From an optimization exercise on the open Yosys and OpenROAD flow, aimed at small area; shortcuts taken in it are not production practice.
RTL that was checked went through simulation tests only; none was proved equivalent to the original.
No functional check of the RTL was part of runs 1 to 3.
No activity file was given, so power comes from the tool's default toggle rates.

==> design/flow/design.v <==
`timescale 1ns/10ps
`default_nettype none
module lidar_scan_top (
    input  logic        clk,
    input  logic        TxD_reset,
    input  logic        serial_in,
    output logic        result_valid,
    output logic [15:0] min_angle,
    output logic [15:0] max_angle,
    output logic [15:0] obs_alert
);
    localparam logic [9:0] BT_T    = 10'h3FF;
    localparam logic [9:0] BT_HALF = 10'h021;
    localparam logic [9:0] BT_FULL = 10'h00C;
    localparam logic [3:0] U_IDLE  = 4'd0;
    localparam logic [3:0] U_START = 4'd1;
    localparam logic [3:0] U_STOP  = 4'd10;
    logic       rx_meta;
    logic       rx_sync;
    logic [3:0] ust;
    logic [9:0] bt;
    logic       tick;
    logic       u_data;
    logic [7:0] bb;
    logic       pend;
    assign tick   = (ust != U_IDLE) && (bt == BT_T);
    assign u_data = (ust != U_IDLE) && (ust != U_START) && (ust != U_STOP);
    always_ff @(posedge clk) begin
        if (TxD_reset) begin
            rx_meta <= 1'b1;
            rx_sync <= 1'b1;
        end else begin
            rx_meta <= serial_in;
            rx_sync <= rx_meta;
        end
    end
    always_ff @(posedge clk) begin
        if ((ust == U_IDLE) && !rx_sync) begin
            bt <= BT_HALF;
        end else if (tick) begin
            bt <= BT_FULL;
        end else begin
            bt <= {bt[8:0], bt[9] ^ bt[6]};
        end
    end
    always_ff @(posedge clk) begin
        if (TxD_reset) begin
            ust <= U_IDLE;
        end else if (ust == U_IDLE) begin
            if (!rx_sync) ust <= U_START;
        end else if (tick) begin
            if (ust == U_STOP || (ust == U_START && rx_sync)) ust <= U_IDLE;
            else ust <= ust + 4'd1;
        end
    end
    localparam logic [3:0] P_HUNT_A = 4'd0;
    localparam logic [3:0] P_HUNT_B = 4'd1;
    localparam logic [3:0] P_CT     = 4'd2;
    localparam logic [3:0] P_FL     = 4'd3;
    localparam logic [3:0] P_FH     = 4'd4;
    localparam logic [3:0] P_LL     = 4'd5;
    localparam logic [3:0] P_LH     = 4'd6;
    localparam logic [3:0] P_SL     = 4'd7;
    localparam logic [3:0] P_SH     = 4'd8;
    localparam logic [3:0] P_CALC   = 4'd9;
    localparam logic [3:0] P_REPORT = 4'd10;
    localparam logic [1:0] C_INIT = 2'd0;
    localparam logic [1:0] C_F1   = 2'd1;
    localparam logic [1:0] C_F2   = 2'd2;
    localparam logic [1:0] C_ADD  = 2'd3;
    logic [3:0] ph;
    logic [3:0] pst;
    logic       run;
    logic       sub;
    logic       which;
    logic [1:0] cs;
    logic [3:0] cnt;
    logic ph0;
    logic ph15;
    logic lo_half;
    logic take;
    logic calc;
    assign ph0     = (ph == 4'd0);
    assign ph15    = (ph == 4'd15);
    assign lo_half = !ph[3];
    assign take    = pend && ph15 && !run;
    assign calc    = (pst == P_CALC);
    logic [15:0] fsa_r;
    logic [15:0] span_r;
    logic [15:0] min_r;
    logic [15:0] max_r;
    logic [15:0] alrt_r;
    logic [7:0]  d_r;
    logic [7:0]  idx_r;
    logic [7:0]  mnx_r;
    logic [7:0]  mxx_r;
    logic [7:0]  lo_r;
    logic ta, tb, tc, td, te, tf;
    logic s;
    logic op_clr, op_ldd, op_fl, op_fh, op_ll, op_lh, op_sub, op_sl, op_p1, op_p2;
    logic op_init, op_f1, op_f2, op_add;
    assign op_clr  = run && (pst == P_HUNT_B);
    assign op_ldd  = run && (pst == P_CT);
    assign op_fl   = run && (pst == P_FL);
    assign op_fh   = run && (pst == P_FH);
    assign op_ll   = run && (pst == P_LL);
    assign op_lh   = run && (pst == P_LH) && !sub;
    assign op_sub  = run && (pst == P_LH) && sub;
    assign op_sl   = run && (pst == P_SL);
    assign op_p1   = run && (pst == P_SH) && !sub;
    assign op_p2   = run && (pst == P_SH) && sub;
    assign op_init = calc && (cs == C_INIT);
    assign op_f1   = calc && (cs == C_F1);
    assign op_f2   = calc && (cs == C_F2);
    assign op_add  = calc && (cs == C_ADD);
    logic bb_rot;
    assign bb_rot = run && !calc;
    always_ff @(posedge clk) begin
        if (bb_rot || (tick && u_data)) begin
            bb <= {bb_rot ? bb[0] : rx_sync, bb[7:1]};
        end
    end
    always_ff @(posedge clk) begin
        if (TxD_reset) begin
            ph <= 4'd0;
        end else begin
            ph <= ph + 4'd1;
        end
    end
    always_ff @(posedge clk) begin
        if (TxD_reset) begin
            pend <= 1'b0;
        end else if (tick && (ust == U_STOP) && rx_sync) begin
            pend <= 1'b1;
        end else if (take) begin
            pend <= 1'b0;
        end
    end
    logic eq_end;
    assign eq_end = te;
    always_ff @(posedge clk) begin
        if (TxD_reset) begin
            pst <= P_HUNT_A;
            run <= 1'b0;
            sub <= 1'b0;
        end else if (pst == P_REPORT) begin
            pst <= P_HUNT_A;
        end else if (take) begin
            case (pst)
                P_HUNT_A: if (bb == 8'h55) pst <= P_HUNT_B;
                P_HUNT_B: if (bb == 8'hAA) run <= 1'b1; else pst <= P_HUNT_A;
                P_CT:     if (bb[7:1] == 7'd0) pst <= P_HUNT_A; else run <= 1'b1;
                default:  run <= 1'b1;
            endcase
        end else if (run && ph15) begin
            case (pst)
                P_HUNT_B: begin pst <= P_CT; run <= 1'b0; end
                P_CT:     begin pst <= P_FL; run <= 1'b0; end
                P_FL:     begin pst <= P_FH; run <= 1'b0; end
                P_FH:     begin pst <= P_LL; run <= 1'b0; end
                P_LL:     begin pst <= P_LH; run <= 1'b0; end
                P_LH: begin
                    if (!sub) begin
                        sub <= 1'b1;
                    end else begin
                        sub <= 1'b0;
                        run <= 1'b0;
                        pst <= P_SL;
                    end
                end
                P_SL:     begin pst <= P_SH; run <= 1'b0; end
                P_SH: begin
                    if (!sub) begin
                        sub <= 1'b1;
                    end else begin
                        sub <= 1'b0;
                        if (eq_end) begin
                            pst <= P_CALC;
                        end else begin
                            pst <= P_SL;
                            run <= 1'b0;
                        end
                    end
                end
                P_CALC: begin
                    if (cs == C_ADD && which) begin
                        pst <= P_REPORT;
                        run <= 1'b0;
                    end
                end
                default: begin pst <= P_HUNT_A; run <= 1'b0; end
            endcase
        end
    end
    always_ff @(posedge clk) begin
        if (!calc) begin
            cs    <= C_INIT;
            which <= 1'b0;
            cnt   <= 4'd0;
        end else if (ph15) begin
            case (cs)
                C_INIT: begin cs <= C_F1; cnt <= cnt - 4'd1; end
                C_F1:   cs <= C_F2;
                C_F2: begin
                    if (cnt == 4'd0) begin
                        cs <= C_ADD;
                    end else begin
                        cs  <= C_F1;
                        cnt <= cnt - 4'd1;
                    end
                end
                default: begin cs <= C_INIT; which <= 1'b1; end
            endcase
        end
    end
    assign result_valid = (pst == P_REPORT);
    assign min_angle    = min_r;
    assign max_angle    = max_r;
    assign obs_alert    = alrt_r;
    logic smp;
    assign smp = ph[3] ? bb[0] : lo_r[0];
    logic q0, i0;
    logic m_lo, m_sh;
    logic r_prev, si, xk, cx, d1k, d2k, b1i, b2i;
    logic dg0, dg1, selk, bwi, dk, cqi;
    logic ci;
    assign q0     = which ? max_r[0] : min_r[0];
    assign i0     = which ? mxx_r[0] : mnx_r[0];
    assign m_lo   = !ph[3];
    assign m_sh   = (ph != 4'd0) && (!ph[3] || ph == 4'd8);
    assign r_prev = (op_f1 ? lo_r[7] : td) && m_sh;
    assign si     = s && i0 && m_lo;
    assign cx     = ph0 ? 1'b0 : ta;
    assign xk     = r_prev ^ si ^ cx;
    assign d1k    = d_r[0] && m_lo;
    assign d2k    = d_r[7] && m_sh;
    assign b1i    = ph0 ? 1'b0 : tb;
    assign b2i    = ph0 ? 1'b0 : tc;
    assign dg1    = !tc;
    assign dg0    = tc && !tb;
    assign selk   = dg1 ? d2k : (dg0 && d1k);
    assign bwi    = ph0 ? 1'b0 : te;
    assign dk     = ph0 ? dg0 : ((ph == 4'd1) && dg1);
    assign cqi    = ph0 ? 1'b0 : tf;
    assign ci     = ph0 ? (op_ldd || op_sl) : ta;
    function automatic logic bor(input logic a, input logic b, input logic c);
        bor = (!a && b) || (!(a ^ b) && c);
    endfunction
    function automatic logic maj(input logic a, input logic b, input logic c);
        maj = (a && b) || (a && c) || (b && c);
    endfunction
    logic q_in;
    always_comb begin
        q_in = q0;
        if (op_init) q_in = 1'b0;
        else if (op_f1) q_in = ph0 ? 1'b0 : td;
        else if (op_f2) q_in = q0 ^ dk ^ cqi;
        else if (op_add) q_in = q0 ^ fsa_r[0] ^ ci;
    end
    logic fsa_in, span_in, min_in, max_in, alrt_in, d_in, idx_in, mnx_in, mxx_in, lo_in;
    logic upd_min;
    assign upd_min = tc && ta;
    always_comb begin
        fsa_in = fsa_r[0];
        if ((op_fl && lo_half) || (op_fh && !lo_half)) fsa_in = bb[0];
        span_in = span_r[0];
        if ((op_ll && lo_half) || (op_lh && !lo_half)) span_in = bb[0];
        else if (op_sub) span_in = span_r[0] ^ fsa_r[0] ^ ci;
        else if (op_f1) span_in = ph0 ? span_r[15] : te;
        min_in = min_r[0];
        if (op_clr) min_in = 1'b1;
        else if (op_p2 && upd_min) min_in = smp;
        else if (calc && !which) min_in = q_in;
        max_in = max_r[0];
        if (op_clr) max_in = 1'b0;
        else if (op_p2 && tb) max_in = smp;
        else if (calc && which) max_in = q_in;
        mnx_in = mnx_r[0];
        if (op_clr) mnx_in = 1'b0;
        else if (op_p2 && upd_min) mnx_in = idx_r[0];
        mxx_in = mxx_r[0];
        if (op_clr) mxx_in = 1'b0;
        else if (op_p2 && tb) mxx_in = idx_r[0];
        alrt_in = alrt_r[0];
        if (op_clr) alrt_in = 1'b0;
        else if (op_p2 && tc && !tf) alrt_in = ph15 ? !td : alrt_r[1];
        idx_in = idx_r[0];
        if (op_clr) idx_in = 1'b1;
        else if (op_sl && lo_half) idx_in = idx_r[0] ^ ci;
        d_in = d_r[0];
        if (op_ldd && lo_half) d_in = bb[0] ^ ci;
        lo_in = lo_r[0];
        if (op_sl) lo_in = bb[0];
        else if (op_init) lo_in = 1'b0;
        else if (op_f2 && m_lo) lo_in = xk ^ selk ^ bwi;
    end
    always_ff @(posedge clk) begin
        fsa_r  <= {fsa_in,  fsa_r[15:1]};
        span_r <= {span_in, span_r[15:1]};
        min_r  <= {min_in,  min_r[15:1]};
        max_r  <= {max_in,  max_r[15:1]};
        alrt_r <= {alrt_in, alrt_r[15:1]};
        d_r    <= {d_in,    d_r[7:1]};
        idx_r  <= {idx_in,  idx_r[7:1]};
        mnx_r  <= {mnx_in,  mnx_r[7:1]};
        mxx_r  <= {mxx_in,  mxx_r[7:1]};
        lo_r   <= {lo_in,   lo_r[7:1]};
    end
    always_ff @(posedge clk) begin
        if (op_ldd) begin
            ta <= ci && !bb[0];
        end else if (op_sl) begin
            ta <= ci && idx_r[0];
        end else if (op_sub) begin
            ta <= bor(span_r[0], fsa_r[0], ci);
        end else if (op_add) begin
            ta <= maj(q0, fsa_r[0], ci);
        end else if (op_f1 || op_f2) begin
            ta <= maj(r_prev, si, cx);
        end else if (op_p1) begin
            ta <= (smp != min_r[0]) ? min_r[0] : (!ph0 && ta);
        end
        if (op_f1) begin
            tb <= bor(xk, d1k, b1i);
            tc <= bor(xk, d2k, b2i);
        end else if (op_p1) begin
            tb <= (smp != max_r[0]) ? smp : (!ph0 && tb);
            tc <= (!ph0 && tc) || smp;
        end
        if (op_f1) begin
            td <= q0;
        end else if (op_f2) begin
            td <= lo_r[0];
        end else if (op_p1) begin
            td <= (!ph0 && td) || (smp && ph >= 4'd10);
        end
        if (op_f1) begin
            te <= span_r[0];
        end
        if (op_f2) begin
            te <= bor(xk, selk, bwi);
            tf <= maj(q0, dk, cqi);
        end else if (op_p1) begin
            te <= (ph0 || te) && (ph[3] || (idx_r[0] == d_r[0]));
            tf <= (!ph0 && tf) || (idx_r[0] && ph[3:2] == 2'b01);
        end
        if ((op_init || op_f2) && ph15) s <= span_r[0];
    end
endmodule
`default_nettype wire
==> design/flow/run.sh <==
#!/bin/bash
# synth_recipe.tcl (not shown) runs the flow's synth.tcl, then flattens the netlist and writes it again
# the make line also repeats each setting of config.mk as NAME=value (left out here)
make -C /OpenROAD-flow-scripts/flow DESIGN_CONFIG=/design/flow/config.mk WORK_HOME=/design/flow/orfs CLKGATE_MAP_FILE= SYNTH_SCRIPT=/design/flow/synth_recipe.tcl finish
==> design/flow/config.mk <==
export PLATFORM = sky130hd
export DESIGN_NAME = lidar_scan_top
export DESIGN_NICKNAME = lidar_scan_top
export VERILOG_FILES = /design/flow/design.v
export SDC_FILE = /design/flow/constraint.sdc
export NUM_CORES = 4
export LEC_CHECK = 0
export CAP_MARGIN = 20
export CORE_MARGIN = 2
export CORE_UTILIZATION = 70
export CTS_BUF_LIST = sky130_fd_sc_hd__clkbuf_8
export PLACE_DENSITY = 0.78
export SLEW_MARGIN = 20
==> design/flow/constraint.sdc <==
create_clock -name core_clock -period 10.0 [get_ports {clk}]
set_input_delay 2.0000 -clock core_clock [delete_from_list [all_inputs] [get_ports {clk}]]
set_output_delay 2.0000 -clock core_clock [all_outputs]
set_load 0.01 [all_outputs]
==> key figures, run 1 <==
Synthesis
  – Ys flop type: dfxtp_1
  – Xor and xnor area share after synthesis: 0.01551
  – YS warnings: 1
  – Synth Register Bits: 169
  – Synthesized instance count: 506
  – Post-synth ARST share: 0
  – Synth Cell Area: 5648 um2
  – Simple-Gate Fraction of Synth Area: 0.1473
  – Sequential share of the synthesized area: 0.6274
  – EDFF count, synth: 16
  – Post-Synth Adder-Cell Area: 0.04829
  – Largest family of logic cells by synthesized area: simple AND/OR/NAND/NOR gates
  – Post-synthesis compound-gate area fraction: 0.1012
  – Mux contribution to synthesized area: 0.02946
  – Mapped Avg Cell Area: 11.16 um2
  – Post-synthesis cell type count: 64
  – Syn nets: 527

Place
  – RePlAce Congestion: 0.8897
  – Placed cell areas: 6202 um2
  – PortBufs: 51
  – Post-DP HPWL: 8.459 mm
  – Pre-CTS setup slack: 6.257 ns

Layout
  – Number of antenna repair diodes: 0
  – Post-Layout Inst Area: 6610 um2
  – Fraction of layout cells with a size suffix above 1: 0.08275
  – Fin util: 0.8510
  – Area Growth Syn to Fin: 17.04%
  – Final net count: 576

Clocking
  – CTS hold repair buffers: 0
  – CTS root buffer: clkbuf_8
  – Clock buffer depth: 2
  – CTS H-Tree Depth: 4
  – CTS clk-pin slew, worst paths: 0.09 ns
  – Latest clock arrival within the worst-skew pair: 0.46 ns
  – Total CTS buffers: 17
  – CTS tree: done
  – # resized after CTS: 0
  – Post-CTS Setup Bufs: 0
  – Clk sink count: 169

Setup path
  – R2R depth: 11
  – Worst r2r src: pst[0]
  – Crit path DAT: 2.26 ns
  – Worst Setup SP: pst[1]
  – R2R Setup Slk: 6.42 ns
  – Critical Path RT: 8.00 ns
  – CP Launch Type: flip-flop
  – Reg2reg end: lo_r[7]
  – Crit path max fanout: 22
  – Setup CP Type: flip-flop to output port
  – Crit path capture: result_valid
  – CP Capture Type: output port

STA
  – Worst Skew: 0.01426 ns
  – Total negative slack: 0 ns
  – Min Tclk post-route: 4.265 ns
  – Worst slew margin: 0.4149
  – Final setup margin: 5.735 ns
  – Final period util: 0.4265
  – Worst Tran Pin Value: 0.8717 ns
  – Unrepaired setup endpoints after global routing: false
  – Setup-failing EPs final: 0
  – Final Hold Vio Count: 0
  – Max Transition Viols Final: 0
  – Max Fclk: 234.5 MHz

Routing
  – Routed Antenna Nets: 0
  – Total number of vias: 4072
  – Residual DRC count: 0
  – WL/cell: 19.36 um
  – Initial DRC count: 308
  – Drt pass-1 iters: 6
  – Post-Route WL: 12.97 mm
  – Vias per std cell: 6.078

GRT
  – Largest net degree at the start of global routing: 23
  – GRT Total Usage: 0.3080
  – First-pass GRT wire length: 19.98 mm
  – Initial antenna violation count: 0
  – GR Overflow Total: 0
  – Number of global-route vias before repair: 4035

Power and ir drop
  – Pwr Density: 188.4 nW/um2
  – Pwr Total: 1.246 mW
  – LEAKAGE: 2.535 nW
  – Peak VDD IR: 175.6 uV

Floorplanning
  – Total die area: 8803 um2
  – Die height: 93.83 um
  – I/O pin count: 52
  – Floorplan row count: 32
  – Initial core utilization: 0.7271
  – Die width: 93.83 um
  – Core area: 7767 um2

Worst hold path
  – Hold Path Class: flip-flop to flip-flop
  – Hold Crit Start: span_r[14]

Run status
  – Status: no timing/DRC/antenna violations

Run
  – Maxcap violations: 0
[cell usage after synthesis (all sizes together), types with 3 or more instances]
library cell / count / area [um2]
nor2b: 10 / 62.56
a21boi: 3 / 22.52
o21ai: 26 / 130.1
fa: 5 / 100.1
edfxtp: 16 / 480.5
mux2i: 11 / 110.1
inv: 22 / 82.58
clkbuf: 20 / 75.07
a21oi: 23 / 115.1
a311oi: 3 / 26.28
or3: 3 / 18.77
mux2: 5 / 56.30
and3: 7 / 43.79
nand2: 36 / 135.1
a22oi: 3 / 22.52
ha: 13 / 162.7
nand3: 17 / 85.08
o311ai: 3 / 26.28
nand4: 5 / 31.28
or2: 3 / 18.77
and2: 11 / 70.07
o211ai: 5 / 37.54
a31oi: 4 / 25.02
nand2b: 9 / 56.30
nor3: 11 / 55.05
nor2: 32 / 120.1
dfxtp: 153 / 3063
xnor2: 8 / 70.07
[layout by cell type, fill, tap and decap left out, types with 3 or more instances in the layout]
master / count
a22oi_1: 3
nand4_1: 5
mux2i_1: 11
a31oi_1: 4
nand2b_1: 9
fa_1: 5
clkinv_4: 4
a311oi_1: 3
o21ai_0: 25
o211ai_1: 5
nor2_1: 32
nor3_1: 11
edfxtp_1: 16
mux2_2: 5
and2_1: 10
clkbuf_8: 18
nand2_1: 36
nor2b_1: 10
nand3_1: 17
or2_2: 3
or3_1: 3
and3_1: 7
dfxtp_1: 153
a21oi_1: 23
inv_6: 4
clkdlybuf4s50_1: 51
inv_1: 23
ha_1: 13
xnor2_1: 8
[flip-flops by register name (all words and copies together) (netlist names), 4 cells and up]
register,cells
d_r,8
cnt,4
bb,8
idx_r,8
max_r,16
alrt_r,16
ph,4
span_r,16
mnx_r,8
mxx_r,8
ust,4
bt,10
fsa_r,16
lo_r,8
min_r,16
pst,4
[worst max-delay path: stages, from the launching register on]
cell and delay [ns]:
dfxtp_1 0.73, nand2b_1 0.23, nor2_1 0.26, clkdlybuf4s50_1 0.59
[cell families after synthesis]
| logic type | count (synthesis) |
|---|---|
| AOI/OAI and AO/OA | 89 |
| DFF | 169 |
| xor gates and xnor gates | 10 |
| adders and majority gates | 19 |
| buffers and inverters | 44 |
| muxes | 16 |
| and+or+nand+nor | 159 |
[stage by stage]
stage	hold slack, ns	cells
2_1_floorplan	0.3096	506
3_3_place_gp	0.3109	638
3_5_place_dp	0.3121	638
4_1_cts	0.3228	670
5_1_grt	0.3234	670
6_report	0.3227	670
[worst min path at each step]
stage                     cells after the start  slack, ns         end
after floorplan                               0       0.31      d_r[0]
after global placement                        0       0.31     lo_r[5]
after detailed placement                      0       0.31    fsa_r[3]
after CTS                                     0       0.32  span_r[13]
after global routing                          0       0.32    idx_r[1]
final                                         0       0.32  span_r[13]
[power by group]
group	internal, mW	switching, mW	total, mW
logic	0.0200	0.0215	0.0415
clock network	0.234	0.259	0.493
registers	0.699	0.0117	0.711
[routing by layer]
metal | part of all wire | track usage
met2 | 0.50 | 0.5214
met1 | 0.38 | 0.3516
met3 | 0.078 | 0.07384
met5 | 0 | 0
met4 | 0.046 | 0.1872
[final cells by class]
class	instances	area [um2]
Sequential cell	169	3543
Multi-Input combinational cell	293	1931
Fill cell	419	1157
Timing Repair Buffer	52	518.0
Clock buffer	18	247.7
Clock inverter	14	160.2
Tap cell	102	127.6
Inverter	22	82.58
==> inputs of run 2 (changes only) <==
--- a/design/flow/config.mk
+++ b/design/flow/config.mk
@@ -9,5 +9,7 @@
 export CORE_MARGIN = 2
 export CORE_UTILIZATION = 70
 export CTS_BUF_LIST = sky130_fd_sc_hd__clkbuf_8
+export CTS_CLUSTER_DIAMETER = 60
+export CTS_CLUSTER_SIZE = 16
 export PLACE_DENSITY = 0.78
 export SLEW_MARGIN = 20
==> run 2 against run 1 <==
Still clean on timing, DRC and antenna. Worst setup slack unchanged. Non-clock buffer count unchanged. Core utilization unchanged. Die area unchanged. Critical path depth unchanged. Clock skew did not move. Synthesized area did not move. Sequential share of layout area unchanged. First-iteration DRC count stayed put. Critical endpoint unchanged. Largest cell class unchanged. Highest routed layer unchanged.
==> key figures, run 2 <==
Run status
  – Status: no timing/DRC/antenna violations (unchanged)

Synthesis
  – Synth area leaders: dfxtp_1 (54%), edfxtp_1 (8.5%), ha_1 (2.9%) (unchanged)
  – Share of the synthesized area in the top cell type: 0.5423 (unchanged)
  – Mapped Avg Cell Area: 11.16 um2 (unchanged)
  – List of most frequent post-synthesis cells: dfxtp_1 (153), nand2_1 (36), nor2_1 (32) (unchanged)
  – YS warnings: 1 (unchanged)
  – Post-synth ARST share: 0 (unchanged)
  – Cell taking the most area after synthesis: dfxtp_1 (unchanged)
  – Post-synthesis cell type count: 64 (unchanged)
  – Sequential share of the synthesized area: 0.6274 (unchanged)
  – Most frequent cell after synthesis: dfxtp_1 (unchanged)
  – Synthesized instance count: 506 (unchanged)
  – Synth Register Bits: 169 (unchanged)
  – Synth Cell Area: 5648 um2 (unchanged)
  – EDFF count, synth: 16 (unchanged)
  – Ys flop type: dfxtp_1 (unchanged)
  – Syn nets: 527 (unchanged)

Power and ir drop
  – LEAKAGE: 2.535 nW (unchanged)
  – Peak VDD IR: 175.6 uV (unchanged)
  – Pwr Density: 188.4 nW/um2 (unchanged)

Setup path
  – Slowest stage delay, CP: 0.73 ns (about the same)
  – Buf/Inv on CP: 1 (unchanged)
  – CP Launch Type: flip-flop (unchanged)
  – Crit path max fanout: 22 (unchanged)
  – Crit path DAT: 2.26 ns (about the same)
  – Setup CP Type: flip-flop to output port (unchanged)
  – Slowest stage cell on the critical path: dfxtp_1 (unchanged)
  – CP Capture Type: output port (unchanged)
  – Worst path top cell family by delay: flip-flops (unchanged)
  – Worst-path cell chain: nand2b_1, nor2_1, clkdlybuf4s50_1 (unchanged)
  – Critical Path RT: 8.00 ns (about the same)

Clocking
  – CTS H-Tree Depth: 4 (unchanged)
  – CTS clk-pin slew, worst paths: 0.09 ns (about the same)
  – Latest clock arrival within the worst-skew pair: 0.46 ns (about the same)
  – Clk sink count: 169 (unchanged)
  – # resized after CTS: 0 (unchanged)
  – Clock buffer depth: 2 (unchanged)
  – Total CTS buffers: 17 (unchanged)
  – CTS tree: done (unchanged)
  – Post-CTS Setup Bufs: 0 (unchanged)
  – CTS root buffer: clkbuf_8 (unchanged)
  – CTS hold repair buffers: 0 (unchanged)

Layout
  – Commonest non-fill, non-tap cells in the layout: dfxtp_1 (153), clkdlybuf4s50_1 (51), nand2_1 (36) (unchanged)
  – Fraction of layout cells with a size suffix above 1: 0.08275 (unchanged)
  – Post-Layout Inst Area: 6610 um2 (unchanged)
  – Fin util: 0.8510 (unchanged)
  – Area Growth Syn to Fin: 17.04% (unchanged)
  – Filler Cell Count: 419 (unchanged)
  – Final net count: 576 (unchanged)
  – Number of antenna repair diodes: 0 (unchanged)
  – Most common cell after layout, fill and taps aside: dfxtp_1 (unchanged)

STA
  – Unrepaired setup endpoints after global routing: false (unchanged)
  – Max Fclk: 234.5 MHz (unchanged)
  – Total negative slack: 0 ns (unchanged)
  – Worst slew margin: 0.4149 (unchanged)
  – Min Tclk post-route: 4.265 ns (unchanged)
  – Max Transition Viols Final: 0 (unchanged)
  – Worst Tran Pin Value: 0.8717 ns (unchanged)
  – Final Hold Vio Count: 0 (unchanged)
  – Final hold slack: 0.3227 ns (unchanged)
  – Worst Skew: 0.01426 ns (unchanged)
  – Setup-failing EPs final: 0 (unchanged)
  – Final period util: 0.4265 (unchanged)

Place
  – PortBufs: 51 (unchanged)
  – Post-DP HPWL: 8.459 mm (unchanged)
  – Placed cell areas: 6202 um2 (unchanged)
  – RePlAce Congestion: 0.8897 (unchanged)

Routing
  – WL/cell: 19.36 um (unchanged)
  – Total number of vias: 4072 (unchanged)
  – Drt pass-1 iters: 6 (unchanged)
  – Post-Route WL: 12.97 mm (unchanged)
  – Routed Antenna Nets: 0 (unchanged)
  – Initial DRC count: 308 (unchanged)
  – Residual DRC count: 0 (unchanged)
  – Vias per std cell: 6.078 (unchanged)

GRT
  – Number of global-route vias before repair: 4035 (unchanged)
  – Initial antenna violation count: 0 (unchanged)
  – GR Overflow Total: 0 (unchanged)
  – GRT Total Usage: 0.3080 (unchanged)
  – First-pass GRT wire length: 19.98 mm (unchanged)
  – Largest net degree at the start of global routing: 23 (unchanged)

Floorplanning
  – Total die area: 8803 um2 (unchanged)
  – Initial core utilization: 0.7271 (unchanged)
  – Die width: 93.83 um (unchanged)
  – Floorplan row count: 32 (unchanged)
  – Core area: 7767 um2 (unchanged)
  – I/O pin count: 52 (unchanged)
  – Die height: 93.83 um (unchanged)

Run
  – Maxcap violations: 0 (unchanged)

Worst hold path
  – Hold Path Class: flip-flop to flip-flop (unchanged)
[run 2: cell counts after synthesis]
Identical to the previous run, type by type.
[run 2: worst register-to-register path: stages, from the launching register on]
cell,delay [ns]
dfxtp_1,0.71
nor4bb_1,0.29
buf_4,0.22
nand2_1,0.27
nand2_1,0.16
a21boi_0,0.13
fa_1,0.56
fa_1,0.56
nand3_1,0.07
o21ai_0,0.16
nand2_1,0.10
a31oi_1,0.24
[run 2: worst paths after layout]
path / from / end / slack [ns] / cells after the start
setup / recovery: pst[1] / result_valid / 5.74 / 3
hold / removal: span_r[14] / span_r[13] / 0.32 / 0
setup reg to reg: pst[0] / lo_r[7] / 6.42 / 11
hold reg to reg: span_r[14] / span_r[13] / 0.32 / 0
[run 2: metal layers]
layer | part of all wire | global-route usage
met1 | 0.38 | 0.3516
met2 | 0.50 | 0.5214
met3 | 0.078 | 0.07384
met4 | 0.046 | 0.1872
met5 | 0 | 0
[run 2: final cells by class]
cell class | instances | area (um2) | area share
sequential | 169 | 3543 | 0.5361
multi-input combinational | 293 | 1931 | 0.2921
timing repair buffer | 52 | 518.0 | 0.07836
clock buffer | 18 | 247.7 | 0.03748
clock inverter | 14 | 160.2 | 0.02423
tap | 102 | 127.6 | 0.01931
inverter | 22 | 82.58 | 0.01249
[run 2: metrics by stage]
step	cells	power, mW	worst slack [ns]
after floorplan	506	0.7539	6.927
after global placement	638	0.7609	6.315
after detailed placement	638	0.7657	6.257
after CTS	670	1.247	5.748
after global routing	670	1.283	5.653
final	670	1.246	5.735
[run 2: logic make-up (layout without fill, tap and decap cells)]
logic type | after synthesis | in the layout | synth area share
xor gates and xnor gates | 10 | 10 | 0.01551
DFF | 169 | 169 | 0.6274
buffers and inverters | 44 | 106 | 0.03079
and+or+nand+nor | 159 | 159 | 0.1473
AOI/OAI and AO/OA | 89 | 89 | 0.1012
muxes | 16 | 16 | 0.02946
adders and majority gates | 19 | 19 | 0.04830
[run 2: where the power goes]
part	internal, mW	leakage [nW]	total (mW)	switching (mW)
logic	0.0200	0.957	0.0415	0.0215
clock network	0.234	0.204	0.493	0.259
registers	0.699	1.37	0.711	0.0117
==> inputs of run 3 (changes only) <==
==> design/flow/flow/run.sh (new file) <==
#!/bin/bash
# Standard ORFS layout (the standard.sh), with the port buffers that
# buffer_ports inserts taken from the smallest buffer cell.
set -euo pipefail
export BUFFER_PORTS_ARGS="-buffer_cell sky130_fd_sc_hd__buf_1"
bash standard.sh > standard_flow.log 2>&1
==> design/flow/standard.sh (new file) <==
#!/bin/bash
# synth_recipe.tcl (not shown) runs the flow's synth.tcl, then flattens the netlist and writes it again
# the make line also repeats each setting of config.mk as NAME=value (left out here)
make -C /OpenROAD-flow-scripts/flow DESIGN_CONFIG=/design/flow/config.mk WORK_HOME=/design/flow/orfs CLKGATE_MAP_FILE= SYNTH_SCRIPT=/design/flow/synth_recipe.tcl "${@:-finish}"
--- a/design/flow/config.mk
+++ b/design/flow/config.mk
@@ -9,7 +9,5 @@
 export CORE_MARGIN = 2
 export CORE_UTILIZATION = 70
 export CTS_BUF_LIST = sky130_fd_sc_hd__clkbuf_8
-export CTS_CLUSTER_DIAMETER = 60
-export CTS_CLUSTER_SIZE = 16
 export PLACE_DENSITY = 0.78
 export SLEW_MARGIN = 20
removed: design/flow/run.sh
==> run 3 against run 2 <==
Critical path depth is the same. Die area unchanged. Via count down 2.3%. Non-clock buffer count is 1 higher. Highest routed layer unchanged. Worst hold slack improved by 0.00063 ns. Design area is 4.5% lower.
==> key figures, run 3 <==
Synthesis
  – Mux contribution to synthesized area: 0.02946 (unchanged)
  – Post-synth ARST share: 0 (unchanged)
  – YS warnings: 1 (unchanged)
  – Post-synthesis cell type count: 64 (unchanged)
  – Simple-Gate Fraction of Synth Area: 0.1473 (unchanged)
  – Sequential share of the synthesized area: 0.6274 (unchanged)
  – Post-synthesis compound-gate area fraction: 0.1012 (unchanged)
  – Syn nets: 527 (unchanged)
  – Xor and xnor area share after synthesis: 0.01551 (unchanged)
  – Cell taking the most area after synthesis: dfxtp_1 (unchanged)
  – Most frequent cell after synthesis: dfxtp_1 (unchanged)
  – Largest family of logic cells by synthesized area: simple AND/OR/NAND/NOR gates (unchanged)
  – Synth area leaders: dfxtp_1 (54%), edfxtp_1 (8.5%), ha_1 (2.9%) (unchanged)
  – Post-Synth Adder-Cell Area: 0.04829 (unchanged)
  – Ys flop type: dfxtp_1 (unchanged)
  – EDFF count, synth: 16 (unchanged)
  – List of most frequent post-synthesis cells: dfxtp_1 (153), nand2_1 (36), nor2_1 (32) (unchanged)
  – Share of the synthesized area in the top cell type: 0.5423 (unchanged)
  – Mapped Avg Cell Area: 11.16 um2 (unchanged)
  – Synthesized instance count: 506 (unchanged)
  – Synth Register Bits: 169 (unchanged)
  – Synth Cell Area: 5648 um2 (unchanged)

GRT
  – Grt met2 use: 0.5012 (was 0.5214)
  – Initial antenna violation count: 0 (unchanged)
  – Grt met3 use: 0.08427 (was 0.07384)
  – Largest net degree at the start of global routing: 23 (unchanged)
  – Gr busiest metal: met2 (unchanged)
  – GRT Total Usage: 0.3051 (was 0.3080)
  – GR Overflow Total: 0 (unchanged)
  – GR Util met1: 0.3720 (was 0.3516)
  – Number of global-route vias before repair: 3954 (was 4035)
  – First-pass GRT wire length: 19.93 mm (was 19.98 mm)

Setup path
  – R2R depth: 11 (unchanged)
  – CP Capture Type: output port (unchanged)
  – Crit path capture: result_valid (unchanged)
  – Worst Setup SP: pst[1] (unchanged)
  – Critical Path RT: 8.00 ns (about the same)
  – Crit path max fanout: 22 (unchanged)
  – R2R Setup Slk: 6.37 ns (was 6.42 ns)
  – Setup CP Type: flip-flop to output port (unchanged)
  – Reg2reg end: lo_r[7] (unchanged)
  – CP Launch Type: flip-flop (unchanged)
  – Worst r2r src: pst[0] (unchanged)
  – Crit path DAT: 1.86 ns (was 2.26 ns)

Clocking
  – Latest clock arrival within the worst-skew pair: 0.46 ns (about the same)
  – Post-CTS Setup Bufs: 0 (unchanged)
  – CTS tree: done (unchanged)
  – CTS root buffer: clkbuf_8 (unchanged)
  – Total CTS buffers: 17 (unchanged)
  – Clock buffer depth: 2 (unchanged)
  – CTS H-Tree Depth: 4 (unchanged)
  – # resized after CTS: 0 (unchanged)
  – CTS hold repair buffers: 0 (unchanged)
  – Clk sink count: 169 (unchanged)
  – CTS clk-pin slew, worst paths: 0.11 ns (was 0.09 ns)

Layout
  – Commonest non-fill, non-tap cells in the layout: dfxtp_1 (153), buf_1 (51), nand2_1 (36) (was dfxtp_1 (153), clkdlybuf4s50_1 (51), nand2_1 (36))
  – Most common cell after layout, fill and taps aside: dfxtp_1 (unchanged)
  – Fraction of layout cells with a size suffix above 1: 0.08612 (was 0.08275)
  – Layout Cells excl Fill: 671 (was 670)
  – Final net count: 577 (was 576)
  – Filler Cell Count: 476 (was 419)
  – Number of antenna repair diodes: 0 (unchanged)
  – Area Growth Syn to Fin: 11.74% (was 17.04%)

Place
  – PortBufs: 51 (unchanged)
  – Post-DP HPWL: 8.386 mm (was 8.459 mm)
  – # placed instances: 639 (was 638)
  – RePlAce Congestion: 0.9496 (was 0.8897)

Routing
  – Total number of vias: 3979 (was 4072)
  – Drt pass-1 iters: 5 (was 6)
  – Initial DRC count: 354 (was 308)
  – Residual DRC count: 0 (unchanged)
  – Vias per std cell: 5.930 (was 6.078)
  – Routed Antenna Nets: 0 (unchanged)
  – Post-Route WL: 12.50 mm (was 12.97 mm)
  – WL/cell: 18.63 um (was 19.36 um)

STA
  – Unrepaired setup endpoints after global routing: false (unchanged)
  – Total negative slack: 0 ns (unchanged)
  – Final Hold Vio Count: 0 (unchanged)
  – Max Fclk: 259.0 MHz (was 234.5 MHz)
  – Setup-failing EPs final: 0 (unchanged)
  – Max Transition Viols Final: 0 (unchanged)
  – Min Tclk post-route: 3.861 ns (was 4.265 ns)
  – Worst Skew: 0.01034 ns (was 0.01426 ns)
  – Final period util: 0.3861 (was 0.4265)
  – Worst slew margin: 0.4903 (was 0.4149)
  – Worst Tran Pin Value: 0.7646 ns (was 0.8717 ns)

Power and ir drop
  – Logic pwr share: 0.033 (about the same)
  – Switching Power: 0.3315 mW (was 0.2923 mW)
  – Power share of the clock group: 0.396 (about the same)
  – Pwr Total: 1.248 mW (was 1.246 mW)
  – Internal power: 0.9161 mW (was 0.9532 mW)
  – Sw frac: 0.2657 (was 0.2347)
  – Pwr Density: 197.7 nW/um2 (was 188.4 nW/um2)
  – LEAKAGE: 2.435 nW (was 2.535 nW)
  – Peak VDD IR: 207.1 uV (was 175.6 uV)
  – Flop pwr share: 0.571 (about the same)

Run
  – Maxcap violations: 0 (unchanged)

Floorplanning
  – Initial core utilization: 0.7271 (unchanged)
  – Floorplan row count: 32 (unchanged)
  – I/O pin count: 52 (unchanged)
  – Die width: 93.83 um (unchanged)
  – Die height: 93.83 um (unchanged)
  – Core area: 7767 um2 (unchanged)
  – Total die area: 8803 um2 (unchanged)

Run status
  – Status: no timing/DRC/antenna violations (unchanged)

Worst hold path
  – Hold Path Class: flip-flop to flip-flop (unchanged)
-- run 3: cell families (layout without fill, tap and decap cells) --
kind of cell	count (synthesis)	after routing
xor gates and xnor gates	10	10
AOI/OAI and AO/OA	89	89
adders and majority gates	19	19
buffers and inverters	44	107
and+or+nand+nor	159	159
muxes	16	16
DFF	169	169
-- run 3: per-stage QoR --
stage          hold WS (ns)  setup slack, ns    util  instance area [um2]
3_3_place_gp         0.3103            6.706  0.7574                 5883
6_report             0.3234            6.139  0.8125                 6311
5_1_grt              0.3299            6.021  0.8125                 6311
2_1_floorplan        0.3096            6.927       -                 5648
3_5_place_dp         0.3121            6.494  0.7581                 5888
4_1_cts              0.3237            6.157  0.8125                 6311
-- run 3: worst min path at each step --
stage	from	endpoint	slack (ns)	cells after the start
6_report	span_r[14]	span_r[13]	0.32	0
5_1_grt	span_r[14]	span_r[13]	0.33	0
4_1_cts	span_r[14]	span_r[13]	0.32	0
3_5_place_dp	span_r[14]	span_r[13]	0.31	0
3_3_place_gp	fsa_r[1]	fsa_r[0]	0.31	0
2_1_floorplan	d_r[1]	d_r[0]	0.31	0
-- run 3: per-layer routing --
layer,wire length [um],vias to the layer above,part of all wire
li1,-,1857,-
met5,0,-,0
met2,6210,164,0.50
met1,5093,1915,0.41
met3,803,43,0.064
met4,396,0,0.032
-- run 3: power groups by stage --
stage	clock, mW	combinational, mW	sequential (mW)
5_1_grt	0.527	0.0460	0.715
3_3_place_gp	0	0.0356	0.725
2_1_floorplan	0	0.0318	0.722
4_1_cts	0.500	0.0402	0.712
3_5_place_dp	0	0.0391	0.727
6_report	0.495	0.0406	0.712
-- run 3: worst max-delay path, stage by stage, from the launching register on --
cell      delay (ns)
dfxtp_1         0.76
nand2b_1        0.21
nor2_1          0.26
buf_1           0.18
-- run 3: area by class of cell --
cell class	count	area (um2)	area share
Sequential cell	169	3543	0.5615
Multi-Input combinational cell	293	1931	0.3059
Clock buffer	17	234.0	0.03707
Timing Repair Buffer	53	203.9	0.03232
Clock inverter	15	188.9	0.02994
Tap cell	102	127.6	0.02022
Inverter	22	82.58	0.01308
==> inputs of run 4 (changes only) <==
--- a/design/flow/design.v
+++ b/design/flow/design.v
@@ -96,7 +96,7 @@
     logic [7:0]  mxx_r;
     logic [7:0]  lo_r;
     logic ta, tb, tc, td, te, tf;
-    logic s;
+    logic s, sn;
     logic op_clr, op_ldd, op_fl, op_fh, op_ll, op_lh, op_sub, op_sl, op_p1, op_p2;
     logic op_init, op_f1, op_f2, op_add;
     assign op_clr  = run && (pst == P_HUNT_B);
@@ -266,7 +266,6 @@
         span_in = span_r[0];
         if ((op_ll && lo_half) || (op_lh && !lo_half)) span_in = bb[0];
         else if (op_sub) span_in = span_r[0] ^ fsa_r[0] ^ ci;
-        else if (op_f1) span_in = ph0 ? span_r[15] : te;
         min_in = min_r[0];
         if (op_clr) min_in = 1'b1;
         else if (op_p2 && upd_min) min_in = smp;
@@ -334,9 +333,6 @@
         end else if (op_p1) begin
             td <= (!ph0 && td) || (smp && ph >= 4'd10);
         end
-        if (op_f1) begin
-            te <= span_r[0];
-        end
         if (op_f2) begin
             te <= bor(xk, selk, bwi);
             tf <= maj(q0, dk, cqi);
@@ -344,7 +340,8 @@
             te <= (ph0 || te) && (ph[3] || (idx_r[0] == d_r[0]));
             tf <= (!ph0 && tf) || (idx_r[0] && ph[3:2] == 2'b01);
         end
-        if ((op_init || op_f2) && ph15) s <= span_r[0];
+        if ((op_init || op_f2) && ph == cnt) sn <= span_r[15];
+        if ((op_init || op_f2) && ph15) s <= (ph == cnt) ? span_r[15] : sn;
     end
 endmodule
 `default_nettype wire
==> design/flow/run.sh (new file) <==
#!/bin/bash
# synth_recipe.tcl (not shown) runs the flow's synth.tcl, then flattens the netlist and writes it again
# the make line also repeats each setting of config.mk as NAME=value (left out here)
make -C /OpenROAD-flow-scripts/flow DESIGN_CONFIG=/design/flow/config.mk WORK_HOME=/design/flow/orfs CLKGATE_MAP_FILE= SYNTH_SCRIPT=/design/flow/synth_recipe.tcl finish
--- a/design/flow/config.mk
+++ b/design/flow/config.mk
@@ -7,7 +7,5 @@
 export LEC_CHECK = 0
 export CAP_MARGIN = 20
 export CORE_MARGIN = 2
-export CORE_UTILIZATION = 70
-export CTS_BUF_LIST = sky130_fd_sc_hd__clkbuf_8
-export PLACE_DENSITY = 0.78
+export CORE_UTILIZATION = 40
 export SLEW_MARGIN = 20
removed: design/flow/flow/run.sh
removed: design/flow/standard.sh
==> run 4 against run 3 <==
Still clean on timing, DRC and antenna. Wire length is 11% lower. Count of clock-buffer cells in the layout is 4 higher. Sequential power hardly changed. Die area is 74% higher. Synthesized cell count is 2.4% higher. Maximum frequency is 12% lower. Clock skew is 0.0011 ns lower. Largest cell class unchanged.
==> key figures, run 4 <==
STA
  – Max Transition Viols Final: 0 (unchanged)
  – Final period util: 0.4388 (was 0.3861)
  – Worst Skew: 0.009209 ns (was 0.01034 ns)
  – Final Hold Vio Count: 0 (unchanged)
  – Worst Tran Pin Value: 0.8320 ns (was 0.7646 ns)
  – Max Fclk: 227.9 MHz (was 259.0 MHz)
  – Worst slew margin: 0.4375 (was 0.4903)
  – Unrepaired setup endpoints after global routing: false (unchanged)
  – Min Tclk post-route: 4.388 ns (was 3.861 ns)
  – Final hold slack: 0.3252 ns (was 0.3234 ns)
  – Final setup margin: 5.612 ns (was 6.139 ns)
  – Setup-failing EPs final: 0 (unchanged)
  – Total negative slack: 0 ns (unchanged)

Power and ir drop
  – Peak VDD IR: 147.4 uV (was 207.1 uV)
  – Power share of the clock group: 0.462 (was 0.396)
  – Switching Power: 0.3007 mW (was 0.3315 mW)
  – Pwr Total: 1.405 mW (was 1.248 mW)
  – Internal power: 1.104 mW (was 0.9161 mW)
  – Pwr Density: 200.5 nW/um2 (was 197.7 nW/um2)
  – Logic pwr share: 0.029 (was 0.033)
  – Flop pwr share: 0.509 (was 0.571)
  – LEAKAGE: 2.669 nW (was 2.435 nW)
  – Sw frac: 0.2141 (was 0.2657)

Clocking
  – CTS H-Tree Depth: 4 (unchanged)
  – Total CTS buffers: 17 (unchanged)
  – CTS root buffer: clkbuf_16 (was clkbuf_8)
  – Latest clock arrival within the worst-skew pair: 0.42 ns (was 0.46 ns)
  – CTS clk-pin slew, worst paths: 0.06 ns (was 0.11 ns)
  – Post-CTS Setup Bufs: 0 (unchanged)
  – CTS hold repair buffers: 0 (unchanged)
  – # resized after CTS: 0 (unchanged)
  – CTS tree: done (unchanged)
  – Clk sink count: 170 (was 169)
  – Clock buffer depth: 2 (unchanged)

Layout
  – Commonest non-fill, non-tap cells in the layout: dfxtp_1 (154), clkdlybuf4s50_1 (51), nor2_1 (34) (was dfxtp_1 (153), buf_1 (51), nand2_1 (36))
  – Area Growth Syn to Fin: 22.09% (was 11.74%)
  – Most common cell after layout, fill and taps aside: dfxtp_1 (unchanged)
  – Fraction of layout cells with a size suffix above 1: 0.07745 (was 0.08612)
  – Reg area: 3563 um2 (was 3543 um2)
  – Filler Cell Count: 1236 (was 476)
  – Final net count: 589 (was 577)
  – Area of the multi-input gates: 1994 um2 (was 1931 um2)
  – Post-Layout Inst Area: 7005 um2 (was 6311 um2)
  – Fin util: 0.5027 (was 0.8125)
  – Number of antenna repair diodes: 0 (unchanged)
  – Layout Cells excl Fill: 761 (was 671)

Synthesis
  – Post-Synth Adder-Cell Area: 0.04928 (was 0.04829)
  – YS warnings: 1 (unchanged)
  – Most frequent cell after synthesis: dfxtp_1 (unchanged)
  – Ys flop type: dfxtp_1 (unchanged)
  – Post-synthesis cell type count: 59 (was 64)
  – Sequential share of the synthesized area: 0.6210 (was 0.6274)
  – Simple-Gate Fraction of Synth Area: 0.1520 (was 0.1473)
  – Post-synth ARST share: 0 (unchanged)
  – Mapped Avg Cell Area: 11.08 um2 (was 11.16 um2)
  – Synth area leaders: dfxtp_1 (54%), edfxtp_1 (8.4%), ha_1 (2.8%) (was dfxtp_1 (54%), edfxtp_1 (8.5%), ha_1 (2.9%))
  – EDFF count, synth: 16 (unchanged)
  – Synth Cell Area: 5738 um2 (was 5648 um2)
  – Share of the synthesized area in the top cell type: 0.5373 (was 0.5423)
  – Post-synthesis compound-gate area fraction: 0.09638 (was 0.1012)
  – Syn nets: 539 (was 527)
  – Synthesized instance count: 518 (was 506)
  – Cell taking the most area after synthesis: dfxtp_1 (unchanged)
  – Largest family of logic cells by synthesized area: simple AND/OR/NAND/NOR gates (unchanged)
  – Synth Register Bits: 170 (was 169)
  – Mux contribution to synthesized area: 0.02704 (was 0.02946)
  – List of most frequent post-synthesis cells: dfxtp_1 (154), nor2_1 (34), nand2_1 (32) (was dfxtp_1 (153), nand2_1 (36), nor2_1 (32))
  – Xor and xnor area share after synthesis: 0.02290 (was 0.01551)

Run
  – Maxcap violations: 0 (unchanged)

Place
  – # placed instances: 728 (was 639)
  – Placed cell areas: 6391 um2 (was 5888 um2)
  – Post-DP HPWL: 7.756 mm (was 8.386 mm)
  – Pre-CTS setup slack: 6.069 ns (was 6.494 ns)
  – PortBufs: 51 (unchanged)
  – RePlAce Congestion: 0.9317 (was 0.9496)

Setup path
  – Crit path max fanout: 16 (was 22)
  – Crit path DAT: 2.39 ns (was 1.86 ns)
  – Critical Path RT: 8.00 ns (about the same)
  – CP Capture Type: output port (unchanged)
  – CP Launch Type: flip-flop (unchanged)
  – Setup CP Type: flip-flop to output port (unchanged)

Routing
  – Residual DRC count: 0 (unchanged)
  – Drt pass-1 iters: 5 (unchanged)
  – Total number of vias: 3843 (was 3979)
  – Routed Antenna Nets: 0 (unchanged)
  – Post-Route WL: 11.13 mm (was 12.50 mm)
  – Initial DRC count: 221 (was 354)
  – WL/cell: 14.63 um (was 18.63 um)
  – Vias per std cell: 5.050 (was 5.930)

Floorplanning
  – Total die area: 15320 um2 (was 8803 um2)
  – Die width: 123.8 um (was 93.83 um)
  – Initial core utilization: 0.4118 (was 0.7271)
  – I/O pin count: 52 (unchanged)
  – Core area: 13930 um2 (was 7767 um2)
  – Die height: 123.8 um (was 93.83 um)
  – Floorplan row count: 43 (was 32)

GRT
  – Number of global-route vias before repair: 3527 (was 3954)
  – First-pass GRT wire length: 18.08 mm (was 19.93 mm)
  – Largest net degree at the start of global routing: 23 (unchanged)
  – GR Overflow Total: 0 (unchanged)
  – GRT Total Usage: 0.1576 (was 0.3051)
  – Initial antenna violation count: 0 (unchanged)

Worst hold path
  – Hold Path Class: flip-flop to flip-flop (unchanged)

Run status
  – Status: no timing/DRC/antenna violations (unchanged)
==> run 4: power groups by stage <==
stage          registers (mW)  clock network (mW)  logic (mW)
2_1_floorplan           0.726                   0      0.0332
3_3_place_gp            0.730                   0      0.0388
3_5_place_dp            0.730                   0      0.0397
4_1_cts                 0.715               0.667      0.0407
5_1_grt                 0.716               0.694      0.0470
6_report                0.715               0.649      0.0405
==> run 4: critical path, cell delays in order, from the launching register on <==
cell and delay (ns):
dfxtp_1 0.63, nor3b_1 0.49, and2_1 0.28, clkdlybuf4s50_1 0.56
==> run 4: path summary, 6_finish.rpt <==
kind / start / to / slack [ns] / depth (start not counted)
setup / recovery: pst[1] / result_valid / 5.61 / 3
setup reg to reg: pst[3] / lo_r[7] / 6.50 / 10
hold reg to reg: fsa_r[1] / fsa_r[0] / 0.33 / 0
hold / removal: fsa_r[1] / fsa_r[0] / 0.33 / 0
==> run 4: cell type report <==
type,count,share of cell area
repair buffers,52,0.07448
flip-flops and latches,170,0.5087
inverters,26,0.01393
multi-input cells,301,0.2847
clock inverters,11,0.01732
clock buffers,21,0.06876
well taps,180,0.03215
==> run 4: cell families (layout without fill, tap and decap cells) <==
group           Yosys count  count (layout)
flops                   170             170
buf+inv                  47             110
xor+xnor                 15              15
mux                      15              15
fa+ha+maj                20              20
compound gates           87              87
simple gates            164             164
==> run 4: per-layer routing <==
layer,global-route usage,part of all wire
met1,0.2092,0.46
met2,0.2383,0.46
met3,0.05495,0.061
met4,0.05682,0.015
met5,0,0

[what the ideal ports hide]
No port has a modelled driver above. Below, the same layouts with a new extraction and two added sets of constraints.
Step 1, drivers: a clkbuf_16 drives clk and a buf_2 each remaining input, both assumed.
Step 2, shift: input delay + t, output delay - t, t = (earliest + latest rising clock arrival at the registers) / 2. This alone moves slack from input paths to output paths.
Three values: ideal, step 1, step 2; two values: the first two.
run | shift t [ns] | setup slack, ns | hold WS [ns] | worst setup path at the end | clock arrival spread, ns
run 1 | 0.491 | 5.735 / 5.701 / 6.192 | 0.323 / 0.323 / 0.323 | register to output | 0.015 / 0.015
run 2 | 0.491 | 5.735 / 5.701 / 6.192 | 0.323 / 0.323 / 0.323 | register to output | 0.015 / 0.015
run 3 | 0.485 | 6.139 / 6.107 / 6.367 | 0.323 / 0.323 / 0.323 | register to register | 0.014 / 0.014
run 4 | 0.456 | 5.612 / 5.575 / 6.031 | 0.325 / 0.325 / 0.325 | register to output | 0.010 / 0.010
After both steps every run listed still meets setup and hold.
